What follows belongs to an exercise in optimizing a design on an open flow for small area; a production flow would make more cautious choices.
The RTL was checked by simulation tests, not by an equivalence proof against the original design.
Power is estimated from default activity; no workload was simulated.

## fir_avg_multi
module fir_avg_multi
#(
  parameter int W     = fir_avg_pkg::W_DEF,
  parameter int LOG2N = fir_avg_pkg::LOG2N_DEF,
  parameter int CH    = fir_avg_pkg::CH_DEF
) (
  input  logic            clk,
  input  logic            reset,
  input  logic            isValid,
  input  logic            flush,
  input  logic            bypass,
  input  logic [CH*W-1:0] dataIn,
  output logic [CH*W-1:0] dataOut,
  output logic            outValid,
  output logic            filled
);
==> flow/config.mk <==
export PLATFORM = sky130hd
export DESIGN_NAME = fir_avg_multi
export DESIGN_NICKNAME = fir_avg_multi
export VERILOG_FILES = /design/flow/design.v
export SDC_FILE = /design/flow/constraint.sdc
export NUM_CORES = 4
export LEC_CHECK = 0
export CAP_MARGIN = 20
export CORE_MARGIN = 2
export CORE_UTILIZATION = 70
export PLACE_DENSITY = 0.8
export SLEW_MARGIN = 20
export SYNTH_HIERARCHICAL = 1
export SYNTH_MINIMUM_KEEP_SIZE = 0
==> flow/constraint.sdc <==
create_clock -name core_clock -period 7.0 [get_ports {clk}]
set_input_delay 1.4000 -clock core_clock [delete_from_list [all_inputs] [get_ports {clk}]]
set_output_delay 1.4000 -clock core_clock [all_outputs]
set_load 0.01 [all_outputs]
standard.sh (not shown) runs the stock make flow with config.mk's settings and CLKGATE_MAP_FILE= SYNTH_SCRIPT=/design/flow/synth_recipe.tcl, a recipe that flattens the netlist after the stock synthesis.
==> flow/flow/run.sh <==
#!/bin/bash
# Layout flow: the standard ORFS flow (standard.sh, unchanged synthesis,
# floorplan, power grid and tap cells), with two settings of its own:
#  - port buffers are the smallest buffer (buf_1) instead of the flow's pick;
#  - clock tree: clkbuf_8 buffers in clusters of at most 20 sinks within
#    60 um, and no dummy loads at the leaves.
# make's full output goes to flow_make.log here; ORFS's per-step logs stay
# under orfs/logs/.
set -euo pipefail
bash standard.sh \
  BUFFER_PORTS_ARGS="-buffer_cell sky130_fd_sc_hd__buf_1" \
  CTS_ARGS="-sink_clustering_enable -repair_clock_nets -dont_use_dummy_load -buf_list sky130_fd_sc_hd__clkbuf_8 -sink_clustering_size 18 -sink_clustering_max_diameter 60" \
  finish > flow_make.log 2>&1
Next try:
--- a/flow/flow/run.sh
+++ b/flow/flow/run.sh
@@ -12 +12 @@
-  CTS_ARGS="-sink_clustering_enable -repair_clock_nets -dont_use_dummy_load -buf_list sky130_fd_sc_hd__clkbuf_8 -sink_clustering_size 18 -sink_clustering_max_diameter 60" \
+  CTS_ARGS="-sink_clustering_enable -repair_clock_nets -dont_use_dummy_load -buf_list sky130_fd_sc_hd__clkbuf_8 -sink_clustering_size 20 -sink_clustering_max_diameter 60" \
=>
- The new run completed without violations
- non-clock buffer count is unchanged
- core utilization goes down by 0.17 points
- power drops by 0.71%
- via count barely changes
- synthesized cell count stays the same
- final area is about the same
- sequential power stays flat
- first-iteration DRC count went down by 14%
- wire length drops by about 0.45%

---

== try-lagoon ==
The RTL this note starts from:
==> flow/design.v <==
package fir_avg_pkg;
  localparam int W_DEF     = 24;
  localparam int LOG2N_DEF = 4;
  localparam int CH_DEF    = 2;
  localparam int ACC_W_DEF = W_DEF + LOG2N_DEF;
  typedef logic signed [ACC_W_DEF-1:0] acc_def_t;
endpackage
module fir_avg_delay_line
#(
  parameter int W     = fir_avg_pkg::W_DEF,
  parameter int LOG2N = fir_avg_pkg::LOG2N_DEF,
  parameter int CH    = fir_avg_pkg::CH_DEF
) (
  input  logic            clk,
  input  logic            we,
  input  logic [CH*W-1:0] din,
  output logic [CH*W-1:0] newest,
  output logic [CH*W-1:0] oldest
);
  localparam int N = 1 << LOG2N;
  logic [N-1:0][CH*W-1:0] sr_q;
  always_ff @(posedge clk) begin
    if (we) sr_q <= {sr_q[N-2:0], din};
  end
  assign newest = sr_q[0];
  assign oldest = sr_q[N-1];
endmodule
module fir_avg_multi
#(
  parameter int W     = fir_avg_pkg::W_DEF,
  parameter int LOG2N = fir_avg_pkg::LOG2N_DEF,
  parameter int CH    = fir_avg_pkg::CH_DEF
) (
  input  logic            clk,
  input  logic            reset,
  input  logic            isValid,
  input  logic            flush,
  input  logic            bypass,
  input  logic [CH*W-1:0] dataIn,
  output logic [CH*W-1:0] dataOut,
  output logic            outValid,
  output logic            filled
);
  localparam int N  = 1 << LOG2N;
  localparam int AW = W + LOG2N;
  logic            accept;
  logic [CH*W-1:0] newest;
  logic [CH*W-1:0] oldest;
  logic [LOG2N-1:0] cnt_q;
  logic             filled_q;
  logic             vld_q;
  logic             byp_q;
  assign accept = isValid & ~flush;
  fir_avg_delay_line #(
    .W     (W),
    .LOG2N (LOG2N),
    .CH    (CH)
  ) u_delay_line (
    .clk    (clk),
    .we     (accept),
    .din    (dataIn),
    .newest (newest),
    .oldest (oldest)
  );
  always_ff @(posedge clk or posedge reset) begin
    if (reset) begin
      cnt_q    <= '0;
      filled_q <= 1'b0;
      vld_q    <= 1'b0;
      byp_q    <= 1'b0;
    end else begin
      vld_q <= accept;
      if (flush) begin
        cnt_q    <= '0;
        filled_q <= 1'b0;
        byp_q    <= 1'b0;
      end else if (accept) begin
        cnt_q    <= cnt_q + LOG2N'(1);
        byp_q    <= bypass;
        if (cnt_q == LOG2N'(N-1)) filled_q <= 1'b1;
      end
    end
  end
  assign outValid = vld_q;
  assign filled   = filled_q;
  for (genvar c = 0; c < CH; c++) begin : g_ch
    logic signed [W-1:0]  smp;
    logic signed [W-1:0]  old;
    logic signed [AW-1:0] acc_q;
    logic signed [AW-1:0] acc_nxt;
    assign smp = accept ? dataIn[c*W +: W] : '0;
    assign old = (accept & filled_q) ? oldest[c*W +: W] : '0;
    assign acc_nxt = acc_q + AW'(smp) - AW'(old);
    always_ff @(posedge clk or posedge reset) begin
      if (reset) acc_q <= '0;
      else       acc_q <= flush ? '0 : acc_nxt;
    end
    assign dataOut[c*W +: W] = byp_q ? newest[c*W +: W] : acc_q[AW-1:LOG2N];
  end
endmodule
make LEC_CHECK=0 CAP_MARGIN=20 CORE_MARGIN=2 CORE_UTILIZATION=40 SLEW_MARGIN=20 finish   # period 7.0 ns
run.sh (not shown) runs the stock make flow with config.mk's settings and CLKGATE_MAP_FILE= SYNTH_SCRIPT=/design/flow/synth_recipe.tcl, a recipe that flattens the netlist after the stock synthesis.
Stock flow here: none of the scripts above is used.
The following lists how try-maple was set up differently from try-lagoon:
# try-lagoon
export LEC_CHECK = 0
export CAP_MARGIN = 20
export CORE_MARGIN = 2
export CORE_UTILIZATION = 40
export SLEW_MARGIN = 20
create_clock -name core_clock -period 7.0 [get_ports {clk}]
# try-maple
export LEC_CHECK = 0
export CAP_MARGIN = 20
export CORE_MARGIN = 2
export CORE_UTILIZATION = 40
export CTS_BUF_LIST = sky130_fd_sc_hd__clkbuf_4
export CTS_CLUSTER_SIZE = 30
export SLEW_MARGIN = 20
create_clock -name core_clock -period 7.0 [get_ports {clk}]
[summary]
Per the comparison of try-maple with try-lagoon, routed wire length went up 3.1%, iteration-0 DRC count of the detailed router went down 93.
try-maple vs try-lagoon on highest attainable clock frequency: try-maple is the higher one.
According to the power report, total power for try-maple is lower than for try-lagoon.
Looking at data required time of the worst path, try-maple sits above try-lagoon.
try-maple reports a lower hold slack than try-lagoon does.
STATUS relative max-transition margin: try-maple loses against try-lagoon

[static timing again, ports no longer ideal]
How much do the figures lean on ideal ports? The routed layouts below were timed once more, with nothing changed but the port constraints.
Step 1, drivers: a clkbuf_16 drives clk and a buf_2 each remaining input, both assumed.
Step 2 moves the port delays by t, midway between the first and last clock arrival at a register: inputs arrive t later, outputs are due t later. That takes back most of the time a late clock gives input paths.
Three values: no drivers, after step 1, after step 2; two values: the first two.
| run | t, ns | slack for setup (ns) | worst setup path at the end | pins driven straight from the clock port |
|---|---|---|---|---|
| the first run of note 1 | 0.702 | 0.532 / 0.568 / -0.134 | input to register | 1 |
| the second run of note 1 | 0.707 | 0.530 / 0.556 / -0.140 | input to register | 1 |
| try-lagoon | 0.665 | 1.534 / 1.522 / 0.857 | input to register | 1 |
| try-maple | 1.038 | 1.890 / 1.872 / 0.835 | input to register | 1 |
With both steps, setup timing fails in the first run of note 1 and the second run of note 1, where it was met with ideal ports. The setup slack of try-maple, which loses most, moves by -0.018 ns with the drivers and by -1.055 ns with both steps.
